This is an optimization exercise on Yosys and OpenROAD, whose aim is small area, a short achievable clock period and few clock cycles per item, not a production implementation. RTL that was checked went through simulation tests only; none was proved equivalent to the original. Only the layout flow was run in runs 5 and 6; the RTL was not checked for function there. The clock input has no modelled driver; a real chip could not lean on it and would need a root buffer or a full tree. No activity file was given, so power comes from the tool's default toggle rates.

==> flow/flow/run.sh <==
#!/bin/bash
set -euo pipefail
here=$(cd "$(dirname "${BASH_SOURCE[0]}")" && pwd)
export CTS_ARGS="-sink_clustering_enable -repair_clock_nets -dont_use_dummy_load -sink_clustering_size 30 -sink_clustering_max_diameter 60 -buf_list sky130_fd_sc_hd__clkbuf_16"
export POST_CTS_TCL="$here/collapse_root.tcl"
export BUFFER_PORTS_ARGS="-buffer_cell sky130_fd_sc_hd__buf_1"
bash standard.sh > standard_flow.log 2>&1
==> flow/flow/collapse_root.tcl <==
set block [ord::get_db_block]
set clk_net [[$block findBTerm clk] getNet]
set loads {}
foreach it [$clk_net getITerms] {
  if {[[$it getMTerm] getIoType] eq "INPUT"} { lappend loads $it }
}
if {[llength $loads] == 1} {
  set root [[lindex $loads 0] getInst]
  set root_net ""
  foreach it [$root getITerms] {
    if {[[$it getMTerm] getIoType] eq "OUTPUT"} { set root_net [$it getNet] }
  }
  set outs {}
  foreach it [$root_net getITerms] {
    if {[[$it getMTerm] getIoType] eq "INPUT"} { lappend outs $it }
  }
  if {[string match *clkbuf* [[$root getMaster] getName]] && [llength $outs] <= 4} {
    puts "collapse_root: [$root getName] drove [llength $outs] cells; the clock port drives them now"
    foreach it $outs {
      $it disconnect
      $it connect $clk_net
    }
    odb::dbInst_destroy $root
    odb::dbNet_destroy $root_net
  } else {
    puts "collapse_root: root [$root getName] drives [llength $outs] cells; tree kept"
  }
}
==> flow/standard.sh <==
#!/bin/bash
# synth_recipe.tcl (not shown) runs the flow's synth.tcl, then flattens the netlist and writes it again
# the make line also repeats each setting of config.mk as NAME=value (left out here)
make -C /OpenROAD-flow-scripts/flow DESIGN_CONFIG=/design/flow/config.mk WORK_HOME=/design/flow/orfs CLKGATE_MAP_FILE= SYNTH_SCRIPT=/design/flow/synth_recipe.tcl "${@:-finish}"
==> flow/config.mk <==
export PLATFORM = sky130hd
export DESIGN_NAME = wr_req_merge_top
export DESIGN_NICKNAME = wr_req_merge_top
export VERILOG_FILES = /design/flow/design.v
export SDC_FILE = /design/flow/constraint.sdc
export NUM_CORES = 4
export LEC_CHECK = 0
export CAP_MARGIN = 20
export CORE_MARGIN = 2
export CORE_UTILIZATION = 70
export GPL_ROUTABILITY_DRIVEN = 0
export SETUP_SLACK_MARGIN = 3.5
export SLEW_MARGIN = 20
==> flow/constraint.sdc <==
create_clock -name core_clock -period 5.5 [get_ports {clk}]
set_input_delay 1.1000 -clock core_clock [delete_from_list [all_inputs] [get_ports {clk}]]
set_output_delay 1.1000 -clock core_clock [all_outputs]
set_load 0.01 [all_outputs]
==> flow/design.v <==
`timescale 1ns/10ps
`default_nettype none
module wr_req_merge_top (
  input  wire                                        clk,
  input  wire                                        rst_n,
  input  wire [5-1:0]                    req_en,
  input  wire [5*32-1:0] req_data,
  output logic [5-1:0]                   req_avail_in,
  input  wire                                        avail_out,
  output logic                                       out_en,
  output logic [32-1:0]              out_data
);
  localparam int P = 5;
  localparam int DW = 32;
  localparam int BL = 4;
  logic [DW-1:0] slot [0:P*BL-1];
  logic [P*3-1:0] cnt;        
  logic [P*2-1:0] wp;         
  logic [P*BL-1:0] le;        
  logic [P-1:0] we;
  logic [P-1:0] full;
  logic av_r;
  logic active;               
  logic [P-1:0] cur;          
  logic [BL-1:0] widx;        
  logic [P*BL-1:0] sel;       
  logic [P-1:0] nxt;          
  logic nv;
  logic [P-1:0] rr;           
  logic [P-1:0] cand;
  logic [P-1:0] pick;
  logic any;
  logic [P-1:0] almost;       
  logic [P-1:0] cand_idle;
  logic [P-1:0] pick_idle;
  logic send;
  logic last;
  logic load;
  assign cand = full & ~(cur & {P{active}}) & ~(nxt & {P{nv}});
  assign any = |cand;
  assign cand_idle = full | (almost & req_en);
  always_comb begin
    pick_idle = '0;
    for (int i = P - 1; i >= 0; i--) begin
      if (cand_idle[i]) begin
        pick_idle = '0;
        pick_idle[i] = 1'b1;
      end
    end
  end
  always_comb begin
    logic found;
    pick = '0;
    found = 1'b0;
    for (int k = 0; k < P; k++) begin
      for (int i = 0; i < P; i++) begin
        if (rr[k] && !found && cand[(k + i) % P]) begin
          pick[(k + i) % P] = 1'b1;
          found = 1'b1;
        end
      end
    end
  end
  assign send = av_r && active;
  assign last = send && widx[BL-1];
  assign load = last || !active;
  for (genvar i = 0; i < P; i++) begin : gen_sel
    assign sel[BL*i +: BL] = widx & {BL{cur[i]}};
  end
  always_ff @(posedge clk or negedge rst_n) begin
    if (!rst_n) begin
      av_r <= 1'b0;
      active <= 1'b0;
      cur <= '0;
      widx <= BL'(1);
      nxt <= '0;
      nv <= 1'b0;
      rr <= P'(1);
      out_en <= 1'b0;
    end else begin
      av_r <= avail_out;
      out_en <= send;
      if (!active) begin
        cur <= pick_idle;
        active <= |cand_idle;
        widx <= BL'(1);
      end else if (last) begin
        cur <= nv ? nxt : pick;
        active <= nv || any;
        widx <= BL'(1);
      end else if (send) begin
        widx <= {widx[BL-2:0], widx[BL-1]};
      end
      if (!load && !nv) begin
        nxt <= pick;
        nv <= any;
      end else if (load) begin
        nv <= 1'b0;
      end
      if (active && !nv && any) begin
        rr <= {pick[P-2:0], pick[P-1]};
      end
    end
  end
  for (genvar i = 0; i < P; i++) begin : gen_client
    logic [1:0] wpi;
    logic [1:0] wpx;
    logic [2:0] ci;
    logic rdi;
    logic fulln;
    assign wpi = wp[2*i +: 2];
    assign ci = cnt[3*i +: 3];
    assign we[i] = req_en[i];
    assign rdi = send && cur[i];
    assign wpx = wpi + {1'b0, we[i]};
    assign fulln = !rdi && (we[i] ? (ci == 3'd3) : ci[2]);
    assign full[i] = ci[2];
    assign almost[i] = (ci == 3'd3);
    for (genvar j = 0; j < BL; j++) begin : gen_le
      assign le[BL*i+j] = (wpi == 2'(j)) && !ci[2];
    end
    for (genvar j = 0; j < BL; j++) begin : gen_slot
      always_ff @(posedge clk) begin
        if (le[BL*i+j]) begin
          slot[BL*i+j] <= req_data[DW*i +: DW];
        end
      end
    end
    always_ff @(posedge clk or negedge rst_n) begin
      if (!rst_n) begin
        cnt[3*i +: 3] <= '0;
        wp[2*i +: 2] <= '0;
        req_avail_in[i] <= 1'b0;
      end else begin
        if (we[i] && !rdi) begin
          cnt[3*i +: 3] <= ci + 3'd1;
        end else if (rdi && !we[i]) begin
          cnt[3*i +: 3] <= ci - 3'd1;
        end
        wp[2*i +: 2] <= wpx;
        req_avail_in[i] <= !fulln;
      end
    end
  end
  always_ff @(posedge clk) begin
    logic [DW-1:0] d;
    d = '0;
    for (int k = 0; k < P*BL; k++) begin
      d = d | (slot[k] & {DW{sel[k]}});
    end
    out_data <= d;
  end
endmodule
`default_nettype wire
==> results of run 1 <==
## registers in the layout, summed over array words and instances, names as in the netlist
signal,cells
nxt,5
nv,1
out_en,1
cur,5
wp,10
slot,640
out_data,32
av_r,1
cnt,15
rr,5
widx,4
req_avail_in,5
active,1
## layout make-up
cell class	instances	area (um2)	area share (%)
Sequential cell	725	21220	72.79
Multi-Input combinational cell	625	5124	17.58
Timing Repair Buffer	240	1202	4.126
Clock buffer	36	900.9	3.091
Tap cell	511	639.4	2.194
Inverter	9	33.78	0.1159
Antenna cell	12	30.03	0.1030
## logic make-up (layout without fill, tap and decap cells)
| family | after synthesis | in the layout | synth area share [%] |
|---|---|---|---|
| flip-flops | 725 | 725 | 80.20 |
| AO/OA/AOI/OAI | 379 | 379 | 11.72 |
| AND/OR/NAND/NOR | 201 | 201 | 4.475 |
| buffers and inverters | 102 | 285 | 1.691 |
| XOR/XNOR | 20 | 20 | 0.6630 |
| adder cells (fa/ha/maj) | 15 | 15 | 0.8525 |
| multiplexers | 10 | 10 | 0.4025 |
| other | 0 | 12 | 0 |
## cell usage after synthesis, types with 8 or more instances
cell,n
buf_2,29
nand2b_1,8
nand2_1,36
ha_1,10
nand4b_1,20
dfrtp_1,51
a221oi_1,103
edfxtp_1,640
nor2_1,18
nand4_1,37
a22o_1,103
clkbuf_1,55
xor2_1,14
a21oi_1,9
nand3_1,13
dfxtp_1,32
inv_1,9
nor3b_1,11
and3_1,12
a22oi_1,118
o21ai_0,12
a31oi_1,8
and2_1,20
## power by group
part / leakage, uW / switching (uW) / internal (uW)
clock: 0.000444 / 1520 / 1180
combinational: 0.00214 / 1720 / 589
sequential: 0.00678 / 601 / 7630
## layer usage
| metal | GRT usage (%) | vias up | routed length (um) |
|---|---|---|---|
| met5 | 0 | - | 46 |
| met4 | 14.01 | 6 | 2677 |
| met3 | 7.494 | 203 | 9856 |
| met2 | 59.69 | 1297 | 34410 |
| met1 | 53.67 | 7882 | 25810 |
| li1 | - | 6343 | - |
## worst reg2reg max path, cell delays in order (launching register included)
cell	delay (ns)
dfrtp_1	0.50
and2_4	0.25
buf_6	0.27
a22o_1	0.28
a221oi_1	0.23
and3_1	0.22
nand4_1	0.10
## final timing paths
path                               from            to  slack, ns
min reg2reg                 slot[11][1]   out_data[1]       0.46
max                        out_data[23]  out_data[23]       3.52
min in group asynchronous         rst_n         wp[5]       0.83
max in group asynchronous         rst_n        active       4.09
min                         slot[11][1]   out_data[1]       0.46
max reg2reg                      cur[4]   out_data[9]       3.54
## stage by stage
stage                     instances  setup slack, ns  hold slack, ns
after floorplan                1452            3.157          0.4444
after global placement         2102            3.052          0.4578
after detailed placement       2102            2.999          0.4609
after global routing           2148            3.435          0.4874
final                          2158            3.516          0.4592
==> metrics.md, run 1 <==
| Metric | Value |
|---|---|
| Run status | `timing/DRC/antenna clean` |
| # IOs | `206` |
| Area grow syn2layout | `10.32%` |
| Fill cell count | `between 2000 and 2500` |
| Final setup TNS | `0 ns` |
| Critical path arrival | `around 0.88 ns` |
| Req. time, crit path | `between 4 and 5 ns` |
| DR WL/cell | `about 34 um` |
| Total wire length | `72800 um` |
| Total GRT Usage | `between 30% and 40%` |
| Clock transition at path regs | `around 0.1 ns` |
| Crit path depth | `1` |
| DP Area | `around 28000 um2` |
| Cell Rows | `slightly above 70` |
| Post-synthesis sequential area ratio | `roughly 80%` |
| Finished Cell Area | `between 20000 and 30000 um2` |
| Distinct cells, synth | `56` |
| TritonCTS Sinks | `approximately 730` |
| Max Clk Rate | `roughly 0.50 GHz` |
| Tcrit/Tclk final | `a little over a third` |
| Syn Nets | `1635` |
| Nets | `1820` |
| Total die area | `roughly 39000 um2` |
| Worst slew pin tran | `between 0.7 and 0.8 ns` |
| Endpoints failing hold | `0` |
| Die width | `around 200 um` |
| Top post-synthesis cells by area | `edfxtp_1 (73%), dfrtp_1 (4.8%), a221oi_1 (3.4%), a22o_1 (3.4%), a22oi_1 (3.4%)` |
| Max Clock Skew | `~0.077 ns` |
| Max cap viols | `0` |
| Ys async rst share | `about 7.3%` |
| Starting density of the core | `a little over two thirds` |
| Post-synth top area cell | `edfxtp_1` |
| Setup Viol. Count Final | `0` |
| Synthesis Warnings | `2` |
| Peak VDD IR | `0.0007678 V` |
| Total core area | `roughly 37000 um2` |
| CP cell instances | `buf_6` |
| Most frequent cells in the layout | `edfxtp_1 (640), buf_1 (167), a22oi_1 (118), a22o_1 (103), a221oi_1 (102)` |
| Synthesized area | `between 20000 and 30000 um2` |
| Critical path's slowest cell | `dfxtp_2` |
| Startpoint types | `flop` |
| Relative slew slack | `47.39%` |
| Share of cells above drive strength 1 | `approximately 13%` |
| Power density over cell area | `454.1 nW/um2` |
| DR pass1 iterations | `5` |
| Mapped Avg Cell Area | `between 15 and 20 um2` |
| Antenna violations before repair | `12` |
| Setup CP Type | `flop to primary output` |
| Number of synthesized flops with an enable pin | `640` |
| RSZ-0062 raised after global routing | `true` |
| IO Port Bufs | `about 210` |
| WHS Path Cells | `2` |
| Drt via density | `between 7 and 8` |
| Delay-heaviest family, CP | `flip-flops` |
| Leak | `about 0.0094 uW` |
| Commonest non-fill, non-tap cell in the layout | `edfxtp_1` |
| Vias in the first global route | `between 15000 and 20000` |
| Buffers & Inverters on Critical Path | `1` |
| Die Ht | `approximately 200 um` |
| Final HPWL DP | `around 38000 um` |
| First-pass GRT wire length | `approximately 100000 um` |
| Fin crit period | `1.984 ns` |
| Total grt overflow | `0` |
| CP peak stage delay | `about 0.38 ns` |
| Later-pin clock latency in the skew report | `just over 0.4 ns` |
| Drt drc | `0` |
| Crit end category | `primary output` |
| Most used DFF post-synth | `edfxtp_1` |
| Overall power | `13230 uW` |
| Synth top area share | `between 70% and 80%` |
| #FFs+latches synth | `just over 700` |
| Syn Inst Count | `roughly 1500` |
| Finished Core Util | `77.93%` |
| First DRT Iteration DRCs | `2272` |
| Largest net degree at the start of global routing | `54` |
| FF-to-FF path depth | `6` |
| Final Max Slew Viols | `0` |
| Crit path max fanout | `1` |
| Routed vias | `roughly 16000` |
| Post-route ant nets | `0` |
| Worst Hold Class | `flop to flop` |
Testbench counts, summed over its fixed seeds: cycles 11,814, items 9,752.
==> inputs of run 2 (changes only) <==
--- a/flow/config.mk
+++ b/flow/config.mk
@@ -8,6 +8,6 @@
 export CAP_MARGIN = 20
 export CORE_MARGIN = 2
 export CORE_UTILIZATION = 70
-export GPL_ROUTABILITY_DRIVEN = 0
+export PLACE_DENSITY = 0.8
 export SETUP_SLACK_MARGIN = 3.5
 export SLEW_MARGIN = 20
==> run 2 against run 1 <==
Clock-buffer cell count stayed put. Critical path depth is 5 higher. Sequential power hardly changed. Clock skew is 0.017 ns lower. Wire length is 1.2% lower. Worst setup slack worse by 0.0055 ns. Register-to-register slack worse by 0.03 ns. Area after synthesis stayed put. Sequential cell count stayed put. Combinational power is 3% higher. Fmax is 0.28% lower. Highest routed layer unchanged.
==> metrics.md, run 2 <==
| Metric | Value |
|---|---|
| Leak | `roughly 0.0094 uW` |
| IO Port Bufs | `205` |
| Drt via density | `7.213` |
| Post-synthesis sequential area ratio | `80.20%` |
| Largest family of logic cells by synthesized area | `compound AO/OA/AOI/OAI gates` |
| Clock transition at path regs | `about 0.090 ns` |
| Distinct cells, synth | `56` |
| DR WL/cell | `about 33 um` |
| Max cap viols | `0` |
| Startpoint types | `flop` |
| Ys async rst share | `around 7.3%` |
| Share of cells above drive strength 1 | `13.66%` |
| Synthesized area | `about 26000 um2` |
| Gpl congestion | `between 0.8 and 0.9` |
| Run status | `timing/DRC/antenna clean` |
| TritonCTS Sinks | `around 730` |
| Post-synthesis simple-gate area fraction | `roughly 4.5%` |
| Tcrit/Tclk final | `a little over a third` |
| Commonest non-fill, non-tap cell in the layout | `edfxtp_1` |
| Largest registers | `slot x640, out_data x32, cnt x15` |
| Compound-gate portion of the synthesized area | `around an eighth` |
| Relative slew slack | `a little under half` |
| Synth top area share | `between 70% and 80%` |
| Largest net degree at the start of global routing | `54` |
| RSZ-0062 raised after global routing | `true` |
| DR pass1 iterations | `6` |
| Antenna violations before repair | `16` |
| Setup CP Type | `flop to flop` |
| Area grow syn2layout | `10.76%` |
| Total GRT Usage | `a little under two fifths` |
| Post-route ant nets | `0` |
| Worst Hold Class | `flop to flop` |
| Setup Viol. Count Final | `0` |
| First DRT Iteration DRCs | `2516` |
| Post-synth top area cell | `edfxtp_1` |
| Total die area | `between 30000 and 40000 um2` |
| Total wire length | `slightly above 70000 um` |
| Top post-synthesis cells by area | `edfxtp_1 (73%), dfrtp_1 (4.8%), a221oi_1 (3.4%), a22o_1 (3.4%), a22oi_1 (3.4%)` |
| Max Clock Skew | `0.05995 ns` |
| Endpoints failing hold | `0` |
| Drt drc | `0` |
| Overall power | `~13000 uW` |
| Req. time, crit path | `5.73 ns` |
| #FFs+latches synth | `about 730` |
| Total grt overflow | `0` |
| Vias in the first global route | `15599` |
| Most frequent cells in the layout | `edfxtp_1 (640), buf_1 (166), a22oi_1 (117), a22o_1 (103), a221oi_1 (100)` |
| Synthesis Warnings | `2` |
| Max FFs per register | `640` |
| Die Ht | `198.3 um` |
| Mapped Avg Cell Area | `roughly 18 um2` |
| Peak VDD IR | `a little over 0.0008 V` |
| Routed vias | `15638` |
| Adder-Cell Fraction of Synth Area | `0.8525%` |
| Crit path max fanout | `8` |
| Final Max Slew Viols | `0` |
| Cell Rows | `between 70 and 80` |
| Critical path arrival | `about 2.2 ns` |
| Largest reg by FF count | `slot` |
| Xor/xnor share of the synthesized area | `less than 1%` |
| Most used DFF post-synth | `edfxtp_1` |
| Most common cell in the netlist | `edfxtp_1` |
| Final setup TNS | `0 ns` |
| Nets | `1825` |
| Commonest cells post-synth | `edfxtp_1 (640), a22oi_1 (118), a221oi_1 (103), a22o_1 (103), clkbuf_1 (55)` |
| Syn Inst Count | `between 1000 and 1500` |
| Die width | `between 150 and 200 um` |
| Syn Nets | `about 1600` |
| Starting density of the core | `between 70% and 80%` |
| Mux share of post-synthesis cell area | `less than 1%` |
| Max Clk Rate | `0.5025 GHz` |
| First-pass GRT wire length | `~100000 um` |
| Later-pin clock latency in the skew report | `approximately 0.40 ns` |
| Worst slew pin tran | `about 0.8 ns` |
| Total core area | `between 30000 and 40000 um2` |
| # IOs | `206` |
| Final HPWL DP | `about 38000 um` |
| Worst R2R Setup Slack | `3.51 ns` |
| Power density over cell area | `roughly 450 nW/um2` |
| Fin crit period | `1.990 ns` |
| Crit end category | `flop` |
| Number of synthesized flops with an enable pin | `between 600 and 700` |
| Worst Hold Margin | `0.4651 ns` |
==> run 2: final timing paths <==
path | from | to | depth (start not counted)
worst min-delay path | slot[12][21] | out_data[21] | 2
worst max register to register | active | cur[1] | 6
worst max-delay path | active | cur[1] | 6
min in group asynchronous | rst_n | wp[8] | 2
worst min register to register | slot[12][21] | out_data[21] | 2
max in group asynchronous | rst_n | nv | 2
==> run 2: critical path, cell delays in order, from the launching register on <==
cell and delay (ns):
dfrtp_4 0.55, a22oi_2 0.28, nand2_1 0.23, a41oi_1 0.27, o221ai_1 0.17, a221oi_1 0.28
a21oi_1 0.07
==> run 2: logic make-up after synthesis <==
kind of cell / count (synthesis)
multiplexers: 10
AND/OR/NAND/NOR: 201
adder cells (fa/ha/maj): 15
flip-flops: 725
AO/OA/AOI/OAI: 379
XOR/XNOR: 20
buffers and inverters: 102
==> run 2: where the power goes <==
group          total [uW]  internal, uW  switching (uW)
registers            8230          7630             608
clock network        2680          1180            1510
logic                2360           624            1730
==> run 2: through the flow <==
stage,instances,setup slack [ns],util (%),instance area [um2]
2_1_floorplan,1452,3.157,-,26640
3_3_place_gp,2103,3.047,74.60,27900
3_5_place_dp,2103,2.994,74.60,27900
5_1_grt,2159,3.424,78.18,29240
6_report,2168,3.510,78.24,29260
==> run 2: layout make-up <==
| cell class | instances | area (um2) |
|---|---|---|
| Multi-Input combinational cell | 625 | 5157 |
| Inverter | 9 | 33.78 |
| Clock buffer | 36 | 900.9 |
| Tap cell | 511 | 639.4 |
| Sequential cell | 725 | 21220 |
| Timing Repair Buffer | 245 | 1271 |
| Fill cell | 2025 | 8139 |
| Antenna cell | 17 | 42.54 |
==> run 2: layer usage <==
metal	share of wire [%]	up-vias	global-route usage (%)
li1	-	6365	-
met1	35	7759	52.53
met2	47	1342	56.65
met3	15	166	9.283
met4	3.2	6	16.37
met5	0.058	-	0
==> inputs of run 3 (changes only) <==
--- a/flow/config.mk
+++ b/flow/config.mk
@@ -5,9 +5,8 @@
 export SDC_FILE = /design/flow/constraint.sdc
 export NUM_CORES = 4
 export LEC_CHECK = 0
-export CAP_MARGIN = 20
+export CAP_MARGIN = 5
 export CORE_MARGIN = 2
 export CORE_UTILIZATION = 70
-export PLACE_DENSITY = 0.8
 export SETUP_SLACK_MARGIN = 3.5
-export SLEW_MARGIN = 20
+export SLEW_MARGIN = 5
==> run 3 against run 2 <==
Still clean. Wire length up 1.2%. Synthesized cell count stayed put. Non-clock buffer count shrank 5. Die area unchanged. Critical path depth shrank 5. Global-route usage grew 0.53 points. Via count rose by 0.59%. Critical path type is now flop to primary output. Critical endpoint is now out_data[23].
==> metrics.md, run 3 <==
| Metric | Value |
|---|---|
| Largest net degree at the start of global routing | `between 50 and 60` |
| Total die area | `~40000 um2` |
| Max Clk Rate | `between 0.5 and 0.6 GHz` |
| Endpoints failing hold | `0` |
| Total grt overflow | `0` |
| Cell Rows | `between 70 and 80` |
| Startpoint types | `flop` |
| First-pass GRT wire length | `just over 100000 um` |
| Commonest cells post-synth | `edfxtp_1 (640), a22oi_1 (118), a221oi_1 (103), a22o_1 (103), clkbuf_1 (55)` |
| Final HPWL DP | `between 30000 and 40000 um` |
| Peak VDD IR | `roughly 0.00077 V` |
| Tcrit/Tclk final | `between 30% and 40%` |
| Starting density of the core | `between 70 and 80%` |
| Fin crit period | `~2.0 ns` |
| Post-synth top area cell | `edfxtp_1` |
| Clock transition at path regs | `0.10 ns` |
| TritonCTS Sinks | `slightly above 700` |
| Area grow syn2layout | `10.32%` |
| Total GRT Usage | `between 30% and 40%` |
| GRT Max-Usage Layer | `met2` |
| Worst Hold Margin | `between 0.4 and 0.5 ns` |
| Synth top area share | `between 70% and 80%` |
| Later-pin clock latency in the skew report | `approximately 0.4 ns` |
| Largest registers | `slot x640, out_data x32, cnt x15` |
| Total wire length | `about 73000 um` |
| Worst reg2reg startpoint | `cur[4]` |
| Drt via density | `about 7.3` |
| Max FFs per register | `640` |
| Nets | `1820` |
| DR pass1 iterations | `5` |
| Number of synthesized flops with an enable pin | `between 600 and 700` |
| Req. time, crit path | `4.40 ns` |
| Largest reg by FF count | `slot` |
| Met1 Use GR | `53.67%` |
| Hold_sp | `slot[11][1]` |
| Critical path arrival | `a little under 0.9 ns` |
| Syn Inst Count | `between 1000 and 1500` |
| Relative slew slack | `between 40% and 50%` |
| Setup CP Type | `flop to primary output` |
| Buffers & Inverters on Critical Path | `1` |
| Most common cell in the netlist | `edfxtp_1` |
| Most frequent cells in the layout | `edfxtp_1 (640), buf_1 (167), a22oi_1 (118), a22o_1 (103), a221oi_1 (102)` |
| First DRT Iteration DRCs | `~2300` |
| Synthesized area | `roughly 26000 um2` |
| Drt drc | `0` |
| Finished Core Util | `77.93%` |
| # IOs | `between 200 and 250` |
| Crit end category | `primary output` |
| Commonest non-fill, non-tap cell in the layout | `edfxtp_1` |
| Synthesis Warnings | `2` |
| Total core area | `37400 um2` |
| Mapped Avg Cell Area | `18.19 um2` |
| Worst slew pin tran | `just under 0.8 ns` |
| Finished Cell Area | `around 29000 um2` |
| Gpl congestion | `~0.86` |
| Final setup TNS | `0 ns` |
| Syn Nets | `1635` |
| Power density over cell area | `454.1 nW/um2` |
| Max Clock Skew | `between 0.07 and 0.08 ns` |
| Worst slack at placement | `2.999 ns` |
| Critical path's slowest cell | `dfxtp_2` |
| Crit path max fanout | `1` |
| Delay-heaviest family, CP | `flip-flops` |
| DP Area | `27890 um2` |
| Max cap viols | `0` |
| Worst Hold Class | `flop to flop` |
| Vias in the first global route | `15510` |
| Share of cells above drive strength 1 | `roughly an eighth` |
| DR WL/cell | `33.73 um` |
| CP cell instances | `buf_6` |
| IO Port Bufs | `205` |
| Top post-synthesis cells by area | `edfxtp_1 (73%), dfrtp_1 (4.8%), a221oi_1 (3.4%), a22o_1 (3.4%), a22oi_1 (3.4%)` |
| FF-to-FF path depth | `6` |
| Worst R2R Setup Slack | `about 3.5 ns` |
| Setup slack after layout | `roughly 3.5 ns` |
| Antenna violations before repair | `12` |
| Die Ht | `around 200 um` |
| RSZ-0062 raised after global routing | `true` |
| Final Max Slew Viols | `0` |
| Ys async rst share | `roughly 7.3%` |
| #FFs+latches synth | `~730` |
| Leak | `around 0.0094 uW` |
| CP startpoint | `out_data[23]` |
| Worst R2R End | `out_data[9]` |
| Post-synthesis sequential area ratio | `between 80% and 90%` |
| Distinct cells, synth | `56` |
| Crit path depth | `1` |
| M2 GR Usage | `roughly 60%` |
| Routed vias | `around 16000` |
| Setup Viol. Count Final | `0` |
| Most used DFF post-synth | `edfxtp_1` |
| CP peak stage delay | `~0.38 ns` |
| Run status | `timing/DRC/antenna clean` |
| Post-route ant nets | `0` |
| Met3 GRT Util | `approximately 7.5%` |
| Worst Setup EP | `out_data[23]` |
| Die width | `198.3 um` |
run 3: cell families (layout without fill, tap and decap cells):
family,Yosys count,in the layout,share of synthesized area [%]
mux,10,10,0.4025
fa+ha+maj,15,15,0.8525
buf+inv,102,285,1.691
xor+xnor,20,20,0.6630
flops,725,725,80.20
simple gates,201,201,4.475
other cells,0,12,0
compound gates,379,379,11.72
run 3: metal layers:
metal / wire (um) / up-vias
met1: 25810 / 7882
met5: 46 / -
met3: 9856 / 203
met4: 2677 / 6
met2: 34410 / 1297
li1: - / 6343
run 3: cell type report:
cell class	instances	area, um2
tap	511	639.4
fill	2125	8254
inverter	9	33.78
timing repair buffer	240	1202
multi-input combinational	625	5124
antenna	12	30.03
sequential	725	21220
clock buffer	36	900.9
run 3: how the worst min path moves through the flow:
stage,to,depth (start not counted)
detailed placement,out_data[9],2
floorplan,out_data[11],2
global placement,out_data[5],2
global route,out_data[1],2
finish,out_data[1],2
run 3: power breakdown:
part / total (uW) / switching, uW / internal (uW)
combinational: 2300 / 1720 / 589
clock: 2700 / 1520 / 1180
sequential: 8230 / 601 / 7630
run 3: tightest hold or removal path: cells and delay by family (launching register included):
kind	cells	cell delay [ns]
and+or+nand+nor	1	0.08
DFF	1	0.33
AOI/OAI and AO/OA	1	0.07
run 3: metrics by stage:
| step | cells | power, uW |
|---|---|---|
| 2_1_floorplan | 1452 | 9262 |
| 3_3_place_gp | 2102 | 10380 |
| 3_5_place_dp | 2102 | 10500 |
| 5_1_grt | 2148 | 13610 |
| 6_report | 2158 | 13230 |
==> inputs of run 4 (changes only) <==
==> flow/flow/run.sh (replaced) <==
#!/bin/bash
set -euo pipefail
here=$(cd "$(dirname "${BASH_SOURCE[0]}")" && pwd)
export CTS_ARGS="-sink_clustering_enable -repair_clock_nets -dont_use_dummy_load -sink_clustering_size 25 -sink_clustering_max_diameter 50 -buf_list sky130_fd_sc_hd__clkbuf_16"
export POST_CTS_TCL="$here/collapse_root.tcl"
export BUFFER_PORTS_ARGS="-buffer_cell sky130_fd_sc_hd__buf_1"
bash standard.sh > standard_flow.log 2>&1
--- a/flow/config.mk
+++ b/flow/config.mk
@@ -5,8 +5,8 @@
 export SDC_FILE = /design/flow/constraint.sdc
 export NUM_CORES = 4
 export LEC_CHECK = 0
-export CAP_MARGIN = 5
+export CAP_MARGIN = 20
 export CORE_MARGIN = 2
 export CORE_UTILIZATION = 70
 export SETUP_SLACK_MARGIN = 3.5
-export SLEW_MARGIN = 5
+export SLEW_MARGIN = 20
==> run 4 against run 3 <==
Critical path type unchanged. Largest power group unchanged. Clock skew down 0.0028 ns. Wire length increased by 0.68%. Largest cell class unchanged. First-iteration DRC count rose by 5.7%. Clock-buffer cell count up 11.
==> metrics.md, run 4 <==
| Metric | Value |
|---|---|
| Die width | `198.3 um` |
| Total core area | `around 37000 um2` |
| Largest registers | `slot x640, out_data x32, cnt x15` |
| IO Port Bufs | `a little over 200` |
| Xor/xnor share of the synthesized area | `less than 1%` |
| Final setup TNS | `0 ns` |
| Vias in the first global route | `15567` |
| Critical path arrival | `just over 0.9 ns` |
| Synthesized area | `about 26000 um2` |
| Share of cells above drive strength 1 | `about 14%` |
| Fill cell count | `between 2000 and 2500` |
| Total die area | `~40000 um2` |
| First-pass GRT wire length | `around 100000 um` |
| Power density over cell area | `~460 nW/um2` |
| Overall power | `between 10000 and 15000 uW` |
| Worst R2R Setup Slack | `3.56 ns` |
| Syn Nets | `around 1600` |
| Distinct cells, synth | `56` |
| Critical path's slowest cell | `dfrtp_1` |
| Endpoints failing hold | `0` |
| M2 GR Usage | `between 60% and 70%` |
| Flop pwr share | `between 60% and 70%` |
| Total grt overflow | `0` |
| Run status | `timing/DRC/antenna clean` |
| Starting density of the core | `a little over two thirds` |
| Clock transition at path regs | `about 0.080 ns` |
| Relative slew slack | `between 40% and 50%` |
| WHS Path Cells | `2` |
| Compound-gate portion of the synthesized area | `about an eighth` |
| Later-pin clock latency in the skew report | `roughly 0.42 ns` |
| Peak VDD IR | `0.0008247 V` |
| Post-synthesis sequential area ratio | `80.20%` |
| Fin crit period | `2.017 ns` |
| Hold_sp | `slot[6][1]` |
| Commonest cells post-synth | `edfxtp_1 (640), a22oi_1 (118), a221oi_1 (103), a22o_1 (103), clkbuf_1 (55)` |
| Worst reg2reg startpoint | `widx[2]` |
| FF-to-FF path depth | `6` |
| Setup CP Type | `flop to primary output` |
| Mapped Avg Cell Area | `18.19 um2` |
| Worst Hold Class | `flop to flop` |
| Buffers & Inverters on Critical Path | `1` |
| TritonCTS Sinks | `between 700 and 800` |
| Synthesis Warnings | `2` |
| Top post-synthesis cells by area | `edfxtp_1 (73%), dfrtp_1 (4.8%), a221oi_1 (3.4%), a22o_1 (3.4%), a22oi_1 (3.4%)` |
| CP cell instances | `clkbuf_2` |
| DR pass1 iterations | `5` |
| Net Sw Frac | `between 20% and 30%` |
| Hold EP | `out_data[1]` |
| Syn Inst Count | `around 1500` |
| Cell Rows | `a little over 70` |
| DR WL/cell | `about 34 um` |
| RSZ-0062 raised after global routing | `true` |
| Gpl congestion | `~0.86` |
| Most used DFF post-synth | `edfxtp_1` |
| Internal Pwr Total | `9740 uW` |
| Power share of the clock group | `between 20 and 25%` |
| GRT Max-Usage Layer | `met2` |
| Total GRT Usage | `about two fifths` |
| Largest family of logic cells by synthesized area | `compound AO/OA/AOI/OAI gates` |
| Sw power | `3925 uW` |
| Leak | `between 0.009 and 0.01 uW` |
| Tcrit/Tclk final | `a little under two fifths` |
| Combinational Power Share | `between 10% and 20%` |
| Crit end category | `primary output` |
| Worst slew pin tran | `about 0.78 ns` |
| Routed vias | `roughly 16000` |
| Nets | `between 1500 and 2000` |
| Setup Viol. Count Final | `0` |
| Commonest non-fill, non-tap cell in the layout | `edfxtp_1` |
| Final HPWL DP | `38370 um` |
| Ys async rst share | `under 10%` |
| Delay-heaviest family, CP | `flip-flops` |
| Startpoint types | `flop` |
| Adder-Cell Fraction of Synth Area | `less than 1%` |
| Drt via density | `between 7 and 8` |
| Mux share of post-synthesis cell area | `0.4026%` |
| Synth top area share | `between 70% and 80%` |
| Drt drc | `0` |
| # IOs | `around 210` |
| Die Ht | `about 200 um` |
| Largest net degree at the start of global routing | `between 50 and 60` |
| Post-route ant nets | `0` |
| Most common cell in the netlist | `edfxtp_1` |
| Antenna violations before repair | `14` |
| Largest reg by FF count | `slot` |
| Worst R2R End | `out_data[29]` |
| Max FFs per register | `640` |
| Most frequent cells in the layout | `edfxtp_1 (640), buf_1 (166), a22oi_1 (117), a22o_1 (103), a221oi_1 (102)` |
| Met1 Use GR | `between 50% and 60%` |
| Area grow syn2layout | `11.43%` |
| Total wire length | `approximately 73000 um` |
| Crit path max fanout | `1` |
| Post-synth top area cell | `edfxtp_1` |
| CP peak stage delay | `around 0.38 ns` |
| Max Clock Skew | `0.07421 ns` |
| Met3 GRT Util | `roughly 7.2%` |
| Req. time, crit path | `around 4.4 ns` |
| First DRT Iteration DRCs | `about 2400` |
| Number of synthesized flops with an enable pin | `640` |
| #FFs+latches synth | `around 730` |
| Max cap viols | `0` |
| Post-synthesis simple-gate area fraction | `roughly 4.5%` |
| Max Clk Rate | `around 0.50 GHz` |
| Final Max Slew Viols | `0` |
==> run 4: logic make-up after synthesis <==
group,count (synthesis)
flip-flops,725
AO/OA/AOI/OAI,379
AND/OR/NAND/NOR,201
buffers and inverters,102
XOR/XNOR,20
adder cells (fa/ha/maj),15
multiplexers,10
==> run 4: worst max-delay path by stage <==
stage                    startpoint         endpoint  slack [ns]  cells after the start
detailed placement           active          cnt[13]        3.00                      6
global placement             active          cnt[13]        3.05                      6
floorplan                    cnt[8]      slot[10][0]        3.16                      2
global route        req_avail_in[4]  req_avail_in[4]        3.46                      1
finish              req_avail_in[4]  req_avail_in[4]        3.48                      1
==> run 4: metrics by stage <==
step | instances | utilization (%) | setup slack (ns) | cell area [um2] | hold slack [ns]
2_1_floorplan | 1452 | - | 3.157 | 26640 | 0.4444
3_3_place_gp | 2102 | 74.58 | 3.052 | 27890 | 0.4578
5_1_grt | 2161 | 78.67 | 3.461 | 29420 | 0.5033
3_5_place_dp | 2102 | 74.58 | 2.999 | 27890 | 0.4609
6_report | 2168 | 78.71 | 3.483 | 29440 | 0.4516
==> run 4: area by class of cell <==
type	instances	area, um2	share of cell area, %
Sequential cell	725	21220	72.08
Multi-Input combinational cell	625	5131	17.43
Timing Repair Buffer	240	1210	4.110
Clock buffer	47	1176	3.995
Tap cell	511	639.4	2.172
Inverter	9	33.78	0.1148
Antenna cell	11	27.53	0.09351
==> run 4: power groups by stage <==
stage / clock network, uW / logic (uW) / registers [uW]
global placement: 0 / 2140 / 8250
finish: 3110 / 2320 / 8240
floorplan: 0 / 1120 / 8140
detailed placement: 0 / 2180 / 8310
global route: 3280 / 2390 / 8350
==> run 4: per-layer routing <==
metal / share of wire [%] / vias to the layer above
met3: 13 / 205
met2: 47 / 1207
li1: - / 6374
met4: 3.9 / 8
met5: 0.079 / -
met1: 36 / 7917
==> inputs of run 5 (changes only) <==
--- a/flow/design.v
+++ b/flow/design.v
@@ -30,24 +30,11 @@
   logic [P-1:0] cand;
   logic [P-1:0] pick;
   logic any;
-  logic [P-1:0] almost;       
-  logic [P-1:0] cand_idle;
-  logic [P-1:0] pick_idle;
   logic send;
   logic last;
   logic load;
   assign cand = full & ~(cur & {P{active}}) & ~(nxt & {P{nv}});
   assign any = |cand;
-  assign cand_idle = full | (almost & req_en);
-  always_comb begin
-    pick_idle = '0;
-    for (int i = P - 1; i >= 0; i--) begin
-      if (cand_idle[i]) begin
-        pick_idle = '0;
-        pick_idle[i] = 1'b1;
-      end
-    end
-  end
   always_comb begin
     logic found;
     pick = '0;
@@ -80,11 +67,7 @@
     end else begin
       av_r <= avail_out;
       out_en <= send;
-      if (!active) begin
-        cur <= pick_idle;
-        active <= |cand_idle;
-        widx <= BL'(1);
-      end else if (last) begin
+      if (load) begin
         cur <= nv ? nxt : pick;
         active <= nv || any;
         widx <= BL'(1);
@@ -97,7 +80,7 @@
       end else if (load) begin
         nv <= 1'b0;
       end
-      if (active && !nv && any) begin
+      if (!nv && any) begin
         rr <= {pick[P-2:0], pick[P-1]};
       end
     end
@@ -115,7 +98,6 @@
     assign wpx = wpi + {1'b0, we[i]};
     assign fulln = !rdi && (we[i] ? (ci == 3'd3) : ci[2]);
     assign full[i] = ci[2];
-    assign almost[i] = (ci == 3'd3);
     for (genvar j = 0; j < BL; j++) begin : gen_le
       assign le[BL*i+j] = (wpi == 2'(j)) && !ci[2];
     end
==> flow/flow/run.sh (replaced) <==
#!/bin/bash
set -euo pipefail
here=$(cd "$(dirname "${BASH_SOURCE[0]}")" && pwd)
export CTS_ARGS="-sink_clustering_enable -repair_clock_nets -dont_use_dummy_load -sink_clustering_size 30 -sink_clustering_max_diameter 60 -buf_list sky130_fd_sc_hd__clkbuf_16"
export POST_CTS_TCL="$here/collapse_root.tcl"
export BUFFER_PORTS_ARGS="-buffer_cell sky130_fd_sc_hd__buf_2"
bash standard.sh > standard_flow.log 2>&1
==> run 5 against run 4 <==
Still clean. Combinational power increased by 28%. Global-route usage rose by 0.16 points. Clock power decreased by 14%. Sequential cell count unchanged. First-iteration DRC count rose by 4.3%. Clock-buffer cell count down 11. Core utilization down 0.22 points. Fmax rose by 0.20%. Hold slack improved by 0.0076 ns. Area after synthesis decreased by 0.43%. Sequential share of layout area increased by 0.37 points. Largest power group unchanged. Highest routed layer unchanged.
==> metrics.md, run 5 <==
| Metric | Value |
|---|---|
| Mapped Avg Cell Area | `18.46 um2` |
| Synth top area share | `roughly 73%` |
| Setup Viol. Count Final | `0` |
| DR pass1 iterations | `5` |
| IO Port Bufs | `approximately 210` |
| Internal Pwr Total | `9730 uW` |
| DR WL/cell | `approximately 35 um` |
| Clock transition at path regs | `about 0.1 ns` |
| Commonest non-fill, non-tap cell in the layout | `edfxtp_1` |
| Total die area | `a little under 40000 um2` |
| Largest reg by FF count | `slot` |
| Later-pin clock latency in the skew report | `slightly above 0.4 ns` |
| CP peak stage delay | `about 0.38 ns` |
| Fin crit period | `2.013 ns` |
| Total grt overflow | `0` |
| Max cap viols | `0` |
| Post-route ant nets | `0` |
| Delay-heaviest family, CP | `flip-flops` |
| Power share of the clock group | `between 10% and 20%` |
| Cell Rows | `71` |
| Drt via density | `approximately 7.3` |
| Critical path's slowest cell | `dfrtp_1` |
| Number of synthesized flops with an enable pin | `640` |
| Syn Nets | `~1600` |
| Combinational Power Share | `about a fifth` |
| Vias in the first global route | `around 15000` |
| Post-synthesis sequential area ratio | `about four fifths` |
| Tcrit/Tclk final | `a little over a third` |
| Endpoints failing hold | `0` |
| Setup slack after layout | `3.487 ns` |
| Die Ht | `slightly below 200 um` |
| First DRT Iteration DRCs | `~2500` |
| Worst R2R Setup Slack | `roughly 3.5 ns` |
| Peak VDD IR | `between 0.0005 and 0.0006 V` |
| Power density over cell area | `between 400 and 500 nW/um2` |
| Most frequent cells in the layout | `edfxtp_1 (640), buf_2 (191), a22oi_1 (119), a22o_1 (103), a221oi_1 (99)` |
| Fill cell count | `about 2000` |
| Leak | `~0.0098 uW` |
| Max Clk Rate | `between 0.4 and 0.5 GHz` |
| Final Max Slew Viols | `0` |
| Setup CP Type | `flop to primary output` |
| TritonCTS Sinks | `725` |
| Die width | `just under 200 um` |
| Antenna violations before repair | `20` |
| Drt drc | `0` |
| Buffers & Inverters on Critical Path | `1` |
| CP cell instances | `buf_2` |
| Sw power | `between 4000 and 5000 uW` |
| Ys async rst share | `7.310%` |
| Total GRT Usage | `between 30% and 40%` |
| Final HPWL DP | `38390 um` |
| Area grow syn2layout | `11.33%` |
| Max FFs per register | `640` |
| Top post-synthesis cells by area | `edfxtp_1 (73%), dfrtp_1 (4.9%), a22o_1 (3.4%), a22oi_1 (3.4%), a221oi_1 (3.4%)` |
| Most common cell in the netlist | `edfxtp_1` |
| Syn Inst Count | `1425` |
| Crit path max fanout | `1` |
| Max Clock Skew | `about 0.078 ns` |
| Largest net degree at the start of global routing | `54` |
| Net Sw Frac | `a little under a third` |
| Worst slack at placement | `slightly above 3 ns` |
| Gpl congestion | `0.8969` |
| Critical path arrival | `0.91 ns` |
| #FFs+latches synth | `between 700 and 800` |
| Synthesis Warnings | `2` |
| Total wire length | `73130 um` |
| Final setup TNS | `0 ns` |
| Run status | `timing/DRC/antenna clean` |
| Worst Hold Class | `flop to flop` |
| Total core area | `approximately 37000 um2` |
| First-pass GRT wire length | `103600 um` |
| Worst slew pin tran | `roughly 0.82 ns` |
| Req. time, crit path | `4.40 ns` |
| Routed vias | `approximately 15000` |
| Crit end category | `primary output` |
| Startpoint types | `flop` |
| Commonest cells post-synth | `edfxtp_1 (640), a22oi_1 (120), a22o_1 (103)` |
| Starting density of the core | `between 70% and 80%` |
| RSZ-0062 raised after global routing | `true` |
| Flop pwr share | `about three fifths` |
| # IOs | `around 210` |
| Relative slew slack | `between 40% and 50%` |
| Synthesized area | `26310 um2` |
| Nets | `1796` |
| Distinct cells, synth | `59` |
| Share of cells above drive strength 1 | `a little under a quarter` |
| Most used DFF post-synth | `edfxtp_1` |
| Largest registers | `slot x640, out_data x32, cnt x15` |
| Post-synth top area cell | `edfxtp_1` |
## run 5: cell types whose count changed in the layout (fill, tap and decap cells not counted), moves of 7 or more
cell       change
buf_1        -166
buf_2        +174
buf_4          -7
clkbuf_16     -11
nand2_1        -7
nand3_1       -12
nand4_1        +7
nor2b_1        -7
## run 5: logic make-up (layout without fill, tap and decap cells)
| group | after synthesis | in the layout | share of synthesized area [%] |
|---|---|---|---|
| AND/OR/NAND/NOR | 180 | 180 | 4.186 |
| adder cells (fa/ha/maj) | 15 | 15 | 0.8562 |
| multiplexers | 9 | 9 | 0.3805 |
| XOR/XNOR | 20 | 20 | 0.6659 |
| other | 0 | 14 | 0 |
| flip-flops | 725 | 725 | 80.55 |
| buffers and inverters | 105 | 291 | 1.708 |
| AO/OA/AOI/OAI | 371 | 371 | 11.66 |
## run 5: power by group through the flow
stage	combinational [uW]	clock [uW]	sequential, uW
after floorplan	1440	0	8220
after global placement	2760	0	8300
after detailed placement	2800	0	8360
after global routing	3090	2850	8390
final	2960	2680	8290
## run 5: final cells by class
class / count / area [um2] / area share [%]
Antenna cell: 14 / 35.03 / 0.1196
Clock buffer: 36 / 900.9 / 3.076
Inverter: 13 / 48.80 / 0.1666
Multi-Input combinational cell: 595 / 5011 / 17.11
Sequential cell: 725 / 21220 / 72.45
Tap cell: 474 / 593.1 / 2.025
Timing Repair Buffer: 242 / 1479 / 5.050
## run 5: path summary, 6_finish.rpt
path,cells after the start,from,endpoint
setup reg to reg,6,widx[1],out_data[28]
max in group asynchronous,2,rst_n,nv
hold reg to reg,2,slot[5][29],out_data[29]
hold / removal,2,slot[5][29],out_data[29]
min in group asynchronous,2,rst_n,req_avail_in[1]
setup / recovery,1,req_avail_in[3],req_avail_in[3]
## run 5: per-stage QoR
stage | std cells | total power, uW | hold slack (ns) | utilization, % | cell area [um2]
after global placement | 2045 | 11060 | 0.4558 | 75.17 | 28050
after detailed placement | 2045 | 11160 | 0.4626 | 75.17 | 28050
after floorplan | 1425 | 9660 | 0.4444 | - | 26510
after global routing | 2091 | 14330 | 0.4899 | 78.44 | 29270
final | 2099 | 13930 | 0.4592 | 78.49 | 29290
## run 5: worst min-delay path, delay by kind of cell, from the launching register on
| family | cells | cell delay (ns) |
|---|---|---|
| and+or+nand+nor | 1 | 0.07 |
| DFF | 1 | 0.33 |
| AOI/OAI and AO/OA | 1 | 0.06 |
## run 5: layer usage
| layer | track usage, % | routed length, um |
|---|---|---|
| met1 | 52.90 | 25350 |
| met2 | 59.26 | 34220 |
| met3 | 11.16 | 11000 |
| met4 | 13.06 | 2421 |
| met5 | 0 | 138 |
==> inputs of run 6 (changes only) <==
--- a/flow/design.v
+++ b/flow/design.v
@@ -19,6 +19,7 @@
   logic [P*BL-1:0] le;        
   logic [P-1:0] we;
   logic [P-1:0] full;
+  logic [P-1:0] la;           
   logic av_r;
   logic active;               
   logic [P-1:0] cur;          
@@ -30,11 +31,24 @@
   logic [P-1:0] cand;
   logic [P-1:0] pick;
   logic any;
+  logic [P-1:0] almost;       
+  logic [P-1:0] cand_idle;
+  logic [P-1:0] pick_idle;
   logic send;
   logic last;
   logic load;
   assign cand = full & ~(cur & {P{active}}) & ~(nxt & {P{nv}});
   assign any = |cand;
+  assign cand_idle = full | (almost & req_en);
+  always_comb begin
+    pick_idle = '0;
+    for (int i = P - 1; i >= 0; i--) begin
+      if (cand_idle[i]) begin
+        pick_idle = '0;
+        pick_idle[i] = 1'b1;
+      end
+    end
+  end
   always_comb begin
     logic found;
     pick = '0;
@@ -67,7 +81,11 @@
     end else begin
       av_r <= avail_out;
       out_en <= send;
-      if (load) begin
+      if (!active) begin
+        cur <= pick_idle;
+        active <= |cand_idle;
+        widx <= BL'(1);
+      end else if (last) begin
         cur <= nv ? nxt : pick;
         active <= nv || any;
         widx <= BL'(1);
@@ -80,7 +98,7 @@
       end else if (load) begin
         nv <= 1'b0;
       end
-      if (!nv && any) begin
+      if (active && !nv && any) begin
         rr <= {pick[P-2:0], pick[P-1]};
       end
     end
@@ -91,15 +109,18 @@
     logic [2:0] ci;
     logic rdi;
     logic fulln;
+    logic lan;
     assign wpi = wp[2*i +: 2];
     assign ci = cnt[3*i +: 3];
     assign we[i] = req_en[i];
     assign rdi = send && cur[i];
     assign wpx = wpi + {1'b0, we[i]};
-    assign fulln = !rdi && (we[i] ? (ci == 3'd3) : ci[2]);
+    assign fulln = rdi ? (we[i] && ci[2]) : (we[i] ? (ci == 3'd3) : ci[2]);
     assign full[i] = ci[2];
+    assign almost[i] = (ci == 3'd3);
+    assign lan = fulln && avail_out && active && !last && cur[i];
     for (genvar j = 0; j < BL; j++) begin : gen_le
-      assign le[BL*i+j] = (wpi == 2'(j)) && !ci[2];
+      assign le[BL*i+j] = (wpi == 2'(j)) && (!ci[2] || la[i]);
     end
     for (genvar j = 0; j < BL; j++) begin : gen_slot
       always_ff @(posedge clk) begin
@@ -113,14 +134,16 @@
         cnt[3*i +: 3] <= '0;
         wp[2*i +: 2] <= '0;
         req_avail_in[i] <= 1'b0;
+        la[i] <= 1'b0;
       end else begin
+        la[i] <= lan;
         if (we[i] && !rdi) begin
           cnt[3*i +: 3] <= ci + 3'd1;
         end else if (rdi && !we[i]) begin
           cnt[3*i +: 3] <= ci - 3'd1;
         end
         wp[2*i +: 2] <= wpx;
-        req_avail_in[i] <= !fulln;
+        req_avail_in[i] <= !fulln || lan;
       end
     end
   end
==> flow/flow/run.sh (replaced) <==
#!/bin/bash
set -euo pipefail
here=$(cd "$(dirname "${BASH_SOURCE[0]}")" && pwd)
export CTS_ARGS="-sink_clustering_enable -repair_clock_nets -dont_use_dummy_load -sink_clustering_size 30 -sink_clustering_max_diameter 60 -buf_list sky130_fd_sc_hd__clkbuf_16"
export POST_CTS_TCL="$here/collapse_root.tcl"
export BUFFER_PORTS_ARGS="-buffer_cell sky130_fd_sc_hd__buf_1"
bash standard.sh > standard_flow.log 2>&1
==> run 6 against run 5 <==
Still clean. Combinational power is 7.4% higher. Global-route usage is 1.0 points lower. Core utilization is 0.25 points higher. Via count is 3.7% higher. First-iteration DRC count is 14% lower. Critical path type unchanged.
==> metrics.md, run 6 <==
| Metric | Value |
|---|---|
| Run status | `timing/DRC/antenna clean` |
| DR WL met2 | `roughly 36000 um` |
| FF-to-FF path depth | `5` |
| TritonCTS Sinks | `730` |
| Endpoints failing hold | `0` |
| WHS Path Cells | `2` |
| # IOs | `about 200` |
| Req. time, crit path | `4.40 ns` |
| Largest reg by FF count | `slot` |
| Synthesis Warnings | `2` |
| Number of synthesized flops with an enable pin | `640` |
| Cell Rows | `71` |
| Total core area | `between 30000 and 40000 um2` |
| Setup slack after layout | `~3.5 ns` |
| Max Clk Rate | `between 0.4 and 0.5 GHz` |
| Highest routed metal layer | `met5` |
| Area grow syn2layout | `10.90%` |
| Total die area | `roughly 40000 um2` |
| #FFs+latches synth | `730` |
| Non-Filler Instances | `2217` |
| Top post-synthesis cells by area | `edfxtp_1 (72%), dfrtp_1 (5.2%), a221oi_1 (3.4%), a22o_1 (3.3%), a22oi_1 (3.3%)` |
| Final Max Slew Viols | `0` |
| Total wire length | `between 70000 and 80000 um` |
| Max Clock Skew | `0.08160 ns` |
| Post-route ant nets | `0` |
| Routed wl met3 | `approximately 9100 um` |
| Routed vias | `roughly 16000` |
| Nets | `1879` |
| Setup CP Type | `flop to primary output` |
| DR pass1 iterations | `5` |
| Power share of the clock group | `19.2%` |
| CP peak stage delay | `0.42 ns` |
| Total grt overflow | `0` |
| Fin crit period | `2.022 ns` |
| Drt via density | `7.208` |
| Startpoint types | `flop` |
| Syn Inst Count | `1500` |
| First-pass GRT wire length | `just over 100000 um` |
| Fill cell count | `between 2000 and 2500` |
| Largest net degree at the start of global routing | `59` |
| Drt drc | `0` |
| Starting density of the core | `between 70% and 80%` |
| Critical path's slowest cell | `dfrtp_1` |
| Crit path depth | `1` |
| Worst slew pin tran | `0.7475 ns` |
| Worst slack at placement | `2.819 ns` |
| Commonest non-fill, non-tap cell in the layout | `edfxtp_1` |
| Combinational Power Share | `between 20% and 30%` |
| Distinct cells, synth | `58` |
| Buffers & Inverters on Critical Path | `1` |
| Peak VDD IR | `0.0003376 V` |
| Placed cell count | `2154` |
| Wl on met1 | `about 26000 um` |
| Synth top area share | `71.86%` |
| Most used DFF post-synth | `edfxtp_1` |
| RSZ-0062 raised after global routing | `true` |
| Crit path max fanout | `1` |
| Sw power | `approximately 4400 uW` |
| Internal Pwr Total | `about 10000 uW` |
| Total GRT Usage | `37.15%` |
| Leak | `approximately 0.0096 uW` |
| Vias in the first global route | `15842` |
| Power density over cell area | `482.9 nW/um2` |
| Max cap viols | `0` |
| Die Ht | `199.5 um` |
| Later-pin clock latency in the skew report | `a little over 0.4 ns` |
| Most common cell in the netlist | `edfxtp_1` |
| Ys async rst share | `7.945%` |
| Antenna violations before repair | `14` |
| Mapped Avg Cell Area | `between 15 and 20 um2` |
| Synthesized area | `around 27000 um2` |
| Share of cells above drive strength 1 | `13.46%` |
| Clock transition at path regs | `roughly 0.1 ns` |
| Post-synthesis sequential area ratio | `about four fifths` |
| Worst Hold Class | `flop to flop` |
| CP cell instances | `buf_6` |
| Most frequent cells in the layout | `edfxtp_1 (640), buf_1 (165), a22oi_1 (118), a221oi_1 (103), a22o_1 (102)` |
| Max FFs per register | `between 600 and 700` |
| Tcrit/Tclk final | `about 37%` |
| Commonest cells post-synth | `edfxtp_1 (640), a22oi_1 (119), a221oi_1 (103)` |
| Critical path arrival | `0.92 ns` |
| Final setup TNS | `0 ns` |
| Final HPWL DP | `39860 um` |
| Worst Hold Margin | `0.4647 ns` |
| Die width | `199.5 um` |
| Setup Viol. Count Final | `0` |
| Net Sw Frac | `a little under a third` |
| Flop pwr share | `approximately 59%` |
| First DRT Iteration DRCs | `between 2000 and 2500` |
| Delay-heaviest family, CP | `flip-flops` |
| Crit end category | `primary output` |
| Syn Nets | `approximately 1700` |
| Largest registers | `slot x640, out_data x32, cnt x15` |
| IO Port Bufs | `around 200` |
| Gpl congestion | `about 0.87` |
| DR WL/cell | `between 30 and 40 um` |
| Relative slew slack | `50.17%` |
| Post-synth top area cell | `edfxtp_1` |
-- run 6: changes by cell type in the layout (fill, tap and decap cells not counted), sizes merged, moves of 7 or more --
cell | previous run | this run
a31oi | 2 | 10
nand4b | 16 | 8
nor2b | 0 | 14
nand2 | 29 | 42
nand2b | 3 | 10
nor2 | 14 | 29
nand3 | 1 | 13
nor3 | 6 | 16
-- run 6: power groups by stage --
stage	clock (uW)	sequential, uW	combinational [uW]
6_report	2750	8390	3180
5_1_grt	2920	8500	3330
3_5_place_dp	0	8460	2960
3_3_place_gp	0	8390	2900
2_1_floorplan	0	8320	1630
-- run 6: metal layers --
metal / global-route usage [%] / vias to the layer above
li1: - / 6529
met3: 7.376 / 173
met5: 0 / -
met4: 13.77 / 10
met2: 60.15 / 1204
met1: 51.17 / 8065
-- run 6: final cells by class --
class                      count  area (um2)  share of cell area (%)
sequential                   730       21340                   71.95
multi-input combinational    668        5378                   18.13
timing repair buffer         251        1318                   4.442
clock buffer                  37       925.9                   3.122
tap                          511       639.4                   2.156
inverter                       8       30.03                  0.1012
antenna                       12       30.03                  0.1012
-- run 6: worst reg2reg max path, cell delays in order, from the launching register on --
cell and delay, ns:
dfrtp_1 0.52, and2_2 0.51, buf_4 0.46, a221oi_1 0.17, and3_1 0.21, nand4_1 0.09
-- run 6: worst paths after layout --
path                            slack, ns         endpoint       startpoint
worst max-delay path                 3.48  req_avail_in[3]  req_avail_in[3]
min in group asynchronous            0.89          cnt[14]            rst_n
worst min register to register       0.46     out_data[23]      slot[9][23]
max in group asynchronous            4.05           active            rst_n
worst max register to register       3.52      out_data[0]           cur[1]
worst min-delay path                 0.46     out_data[23]      slot[9][23]
-- run 6: metrics by stage --
| step | instance area (um2) | util [%] | total power [uW] |
|---|---|---|---|
| after floorplan | 26950 | - | 9948 |
| after global placement | 28220 | 74.93 | 11290 |
| after detailed placement | 28220 | 74.93 | 11420 |
| after global routing | 29650 | 78.71 | 14760 |
| final | 29660 | 78.74 | 14320 |
-- run 6: cell families after synthesis --
| family | synth area share, % |
|---|---|
| xor+xnor | 0.8187 |
| buf+inv | 1.745 |
| flops | 79.69 |
| mux | 0.3743 |
| fa+ha+maj | 0.8421 |
| simple gates | 4.823 |
| compound gates | 11.71 |
==> inputs of run 7 (changes only) <==
--- a/flow/design.v
+++ b/flow/design.v
@@ -19,7 +19,6 @@
   logic [P*BL-1:0] le;        
   logic [P-1:0] we;
   logic [P-1:0] full;
-  logic [P-1:0] la;           
   logic av_r;
   logic active;               
   logic [P-1:0] cur;          
@@ -109,18 +108,16 @@
     logic [2:0] ci;
     logic rdi;
     logic fulln;
-    logic lan;
     assign wpi = wp[2*i +: 2];
     assign ci = cnt[3*i +: 3];
     assign we[i] = req_en[i];
     assign rdi = send && cur[i];
     assign wpx = wpi + {1'b0, we[i]};
-    assign fulln = rdi ? (we[i] && ci[2]) : (we[i] ? (ci == 3'd3) : ci[2]);
+    assign fulln = !rdi && (we[i] ? (ci == 3'd3) : ci[2]);
     assign full[i] = ci[2];
     assign almost[i] = (ci == 3'd3);
-    assign lan = fulln && avail_out && active && !last && cur[i];
     for (genvar j = 0; j < BL; j++) begin : gen_le
-      assign le[BL*i+j] = (wpi == 2'(j)) && (!ci[2] || la[i]);
+      assign le[BL*i+j] = (wpi == 2'(j)) && !ci[2];
     end
     for (genvar j = 0; j < BL; j++) begin : gen_slot
       always_ff @(posedge clk) begin
@@ -134,16 +131,14 @@
         cnt[3*i +: 3] <= '0;
         wp[2*i +: 2] <= '0;
         req_avail_in[i] <= 1'b0;
-        la[i] <= 1'b0;
       end else begin
-        la[i] <= lan;
         if (we[i] && !rdi) begin
           cnt[3*i +: 3] <= ci + 3'd1;
         end else if (rdi && !we[i]) begin
           cnt[3*i +: 3] <= ci - 3'd1;
         end
         wp[2*i +: 2] <= wpx;
-        req_avail_in[i] <= !fulln || lan;
+        req_avail_in[i] <= !fulln;
       end
     end
   end
--- a/flow/flow/run.sh
+++ b/flow/flow/run.sh
@@ -1,4 +1,11 @@
 #!/bin/bash
+# The standard layout (standard.sh, unchanged synthesis), with three
+# changes to how the layout is made:
+# - ports are buffered with buf_1 cells (repair sizes them up where timing
+#   needs it) instead of the larger default buffer;
+# - the flow settings in config.mk.
+# Each ORFS step writes its full log under orfs/logs; make's own output goes
+# to standard_flow.log here.
 set -euo pipefail
 here=$(cd "$(dirname "${BASH_SOURCE[0]}")" && pwd)
 export CTS_ARGS="-sink_clustering_enable -repair_clock_nets -dont_use_dummy_load -sink_clustering_size 30 -sink_clustering_max_diameter 60 -buf_list sky130_fd_sc_hd__clkbuf_16"
--- a/flow/config.mk
+++ b/flow/config.mk
@@ -8,5 +8,5 @@
 export CAP_MARGIN = 20
 export CORE_MARGIN = 2
 export CORE_UTILIZATION = 70
-export SETUP_SLACK_MARGIN = 3.5
+export SETUP_SLACK_MARGIN = 3.55
 export SLEW_MARGIN = 20
==> run 7 against run 6 <==
Still clean. Core utilization shrank 0.48 points. Hold slack lost 0.0073 ns. Total power shrank 7.6%. Critical path depth is the same. Clock power shrank 3%. Sequential share of layout area grew 0.58 points. Worst setup slack gained 0.040 ns. Fmax grew 2.0%. Global-route usage shrank 0.28 points. Largest power group unchanged. Highest routed layer unchanged.
==> metrics.md, run 7 <==
| Metric | Value |
|---|---|
| Synthesis Warnings | `2` |
| Post-route ant nets | `0` |
| Largest net degree at the start of global routing | `between 50 and 60` |
| Nets | `around 1800` |
| Synthesized area | `~26000 um2` |
| Most common cell in the netlist | `edfxtp_1` |
| First DRT Iteration DRCs | `roughly 2200` |
| Req. time, crit path | `~4.4 ns` |
| Critical path arrival | `between 0.8 and 0.9 ns` |
| Relative slew slack | `between 40% and 50%` |
| Worst slew pin tran | `around 0.77 ns` |
| Critical path's slowest cell | `dfrtp_1` |
| DR pass1 iterations | `5` |
| Setup CP Type | `flop to primary output` |
| Final Max Slew Viols | `0` |
| First-pass GRT wire length | `between 100000 and 150000 um` |
| Drt drc | `0` |
| Routed wl met3 | `9262 um` |
| Worst slack at placement | `slightly below 3 ns` |
| Max Clk Rate | `approximately 0.50 GHz` |
| Syn Inst Count | `around 1500` |
| Share of cells above drive strength 1 | `between 10% and 20%` |
| Starting density of the core | `between 70% and 80%` |
| Max Clock Skew | `0.05350 ns` |
| Largest registers | `slot x640, out_data x32, cnt x15` |
| Setup slack after layout | `between 3 and 4 ns` |
| Later-pin clock latency in the skew report | `between 0.3 and 0.4 ns` |
| Leak | `0.009401 uW` |
| DR WL met2 | `33740 um` |
| Drt via density | `about 7.2` |
| Max cap viols | `0` |
| Number of synthesized flops with an enable pin | `640` |
| Ys async rst share | `approximately 7.3%` |
| Run status | `timing/DRC/antenna clean` |
| Mapped Avg Cell Area | `between 15 and 20 um2` |
| TritonCTS Sinks | `slightly above 700` |
| Syn Nets | `between 1500 and 2000` |
| Total GRT Usage | `36.87%` |
| Antenna violations before repair | `11` |
| Commonest cells post-synth | `edfxtp_1 (640), a22oi_1 (118), a221oi_1 (103), a22o_1 (103), clkbuf_1 (55)` |
| Die Ht | `approximately 200 um` |
| Post-synthesis sequential area ratio | `between 80% and 90%` |
| Commonest non-fill, non-tap cell in the layout | `edfxtp_1` |
| Distinct cells, synth | `56` |
| Fin crit period | `just under 2 ns` |
| Most used DFF post-synth | `edfxtp_1` |
| DR WL/cell | `32.95 um` |
| Crit end category | `primary output` |
| #FFs+latches synth | `around 730` |
| Flop pwr share | `between 60% and 70%` |
| Startpoint types | `flop` |
| Post-synth top area cell | `edfxtp_1` |
| Area grow syn2layout | `10.79%` |
| RSZ-0062 raised after global routing | `true` |
| Buffers & Inverters on Critical Path | `1` |
| Cell Rows | `slightly above 70` |
| Total wire length | `roughly 70000 um` |
| Die width | `slightly below 200 um` |
| Synth top area share | `around 73%` |
| Largest reg by FF count | `slot` |
| Top post-synthesis cells by area | `edfxtp_1 (73%), dfrtp_1 (4.8%), a221oi_1 (3.4%), a22o_1 (3.4%), a22oi_1 (3.4%)` |
| Internal Pwr Total | `around 9400 uW` |
| Endpoints failing hold | `0` |
| Total die area | `between 30000 and 40000 um2` |
| Final setup TNS | `0 ns` |
| CP cell instances | `clkbuf_2` |
| Clock transition at path regs | `roughly 0.090 ns` |
| Sw power | `3811 uW` |
| # IOs | `around 210` |
| Final HPWL DP | `37940 um` |
| Crit path max fanout | `1` |
| Net Sw Frac | `between 20% and 30%` |
| Power share of the clock group | `between 20% and 30%` |
| Delay-heaviest family, CP | `flip-flops` |
| Power density over cell area | `roughly 450 nW/um2` |
| Total core area | `about 37000 um2` |
| Vias in the first global route | `~15000` |
| Combinational Power Share | `~18%` |
| CP peak stage delay | `approximately 0.38 ns` |
| IO Port Bufs | `approximately 200` |
| Gpl congestion | `about 0.83` |
| Tcrit/Tclk final | `about 36%` |
| Routed vias | `15469` |
| Worst Hold Margin | `roughly 0.46 ns` |
| Total grt overflow | `0` |
| Most frequent cells in the layout | `edfxtp_1 (640), buf_1 (161), a22oi_1 (117), a22o_1 (103), a221oi_1 (103)` |
| Max FFs per register | `640` |
| Peak VDD IR | `0.0003796 V` |
| Highest routed metal layer | `met5` |
| Worst Hold Class | `flop to flop` |
| Wl on met1 | `roughly 26000 um` |
| Setup Viol. Count Final | `0` |
==> run 7: cell types whose count changed after synthesis, moves of 6 or more <==
cell	previous run	this run
nand2_1	42	36
nor3_1	16	7
nand4b_1	8	20
and3_1	26	12
clkbuf_1	61	55
nor2b_1	14	7
buf_2	14	29
nor2_1	29	18
buf_1	10	4
==> run 7: path summary, 6_finish.rpt <==
| path | from | to | slack [ns] | cells past startpoint |
|---|---|---|---|---|
| hold reg to reg | slot[18][9] | out_data[9] | 0.46 | 2 |
| setup reg to reg | active | cur[1] | 3.59 | 6 |
| hold / removal | slot[18][9] | out_data[9] | 0.46 | 2 |
| max in group asynchronous | rst_n | active | 4.09 | 2 |
| setup / recovery | out_en | out_en | 3.52 | 1 |
| min in group asynchronous | rst_n | wp[8] | 0.85 | 2 |
==> run 7: per-layer routing <==
layer	track usage [%]	vias to the layer above
met1	52.56	7727
met3	7.256	183
met2	57.96	1211
li1	-	6340
met4	13.39	8
met5	0	-
==> run 7: power by group through the flow <==
stage | clock, uW | sequential (uW) | combinational [uW]
2_1_floorplan | 0 | 8140 | 1120
3_3_place_gp | 0 | 8240 | 2120
3_5_place_dp | 0 | 8300 | 2170
5_1_grt | 2850 | 8330 | 2420
6_report | 2680 | 8230 | 2330
==> run 7: cell type report <==
cell class,instances,area [um2]
Multi-Input combinational cell,625,5180
Antenna cell,9,22.52
Tap cell,511,639.4
Sequential cell,725,21230
Inverter,9,33.78
Clock buffer,36,900.9
Fill cell,2101,8129
Timing Repair Buffer,244,1265
==> run 7: cells by family (layout without fill, tap and decap cells) <==
logic type / after synthesis / in the layout / share of synthesized area (%)
fa+ha+maj: 15 / 15 / 0.8525
compound gates: 379 / 379 / 11.72
xor+xnor: 20 / 20 / 0.6630
flops: 725 / 725 / 80.20
mux: 10 / 10 / 0.4025
other cells: 0 / 9 / 0
buf+inv: 102 / 289 / 1.691
simple gates: 201 / 201 / 4.475
==> run 7: stage by stage <==
stage               utilization, %  total power [uW]  instance area (um2)  instances
global placement             74.58             10360                27890       2101
floorplan                        -              9263                26650       1452
finish                       78.26             13230                29270       2159
global route                 78.24             13590                29260       2156
detailed placement           74.58             10470                27890       2101
Testbench counts of run 7, summed over its fixed seeds: cycles 11,814, items 9,752.

[separate check: timing with driven ports]
Ports are ideal in the flow. The routed layouts listed here were re-timed in OpenROAD.
Step 1 assumes that a clkbuf_16 drives the clock port and a buf_2 every other input.
Step 2 adds t to the input delays and takes it off the output delays; t is the mean of the earliest and latest rising clock arrival at the registers after step 1. Input paths then give back, and output paths get back, about the clock's delay inside the block.
a / b / c = ideal ports / drivers / drivers and shift; a / b = the first two.
| run | t (ns) | setup WS [ns] | worst setup path at the end | clock arrival spread, ns | cell pins on the clock port's net |
|---|---|---|---|---|---|
| run 1 | 0.494 | 3.516 / 3.393 / 3.148 | input to register | 0.078 / 0.077 | 4 |
| run 2 | 0.483 | 3.510 / 3.406 / 3.152 | input to register | 0.060 / 0.060 | 4 |
| run 3 | 0.494 | 3.516 / 3.393 / 3.148 | input to register | 0.078 / 0.077 | 4 |
| run 4 | 0.502 | 3.483 / 3.360 / 3.125 | input to register | 0.075 / 0.075 | 4 |
| run 5 | 0.493 | 3.487 / 3.365 / 3.221 | input to register | 0.079 / 0.079 | 4 |
| run 6 | 0.483 | 3.478 / 3.360 / 3.161 | input to register | 0.082 / 0.082 | 4 |
| run 7 | 0.483 | 3.518 / 3.401 / 3.179 | input to register | 0.055 / 0.054 | 4 |
After both steps setup and hold are still met in every run listed.
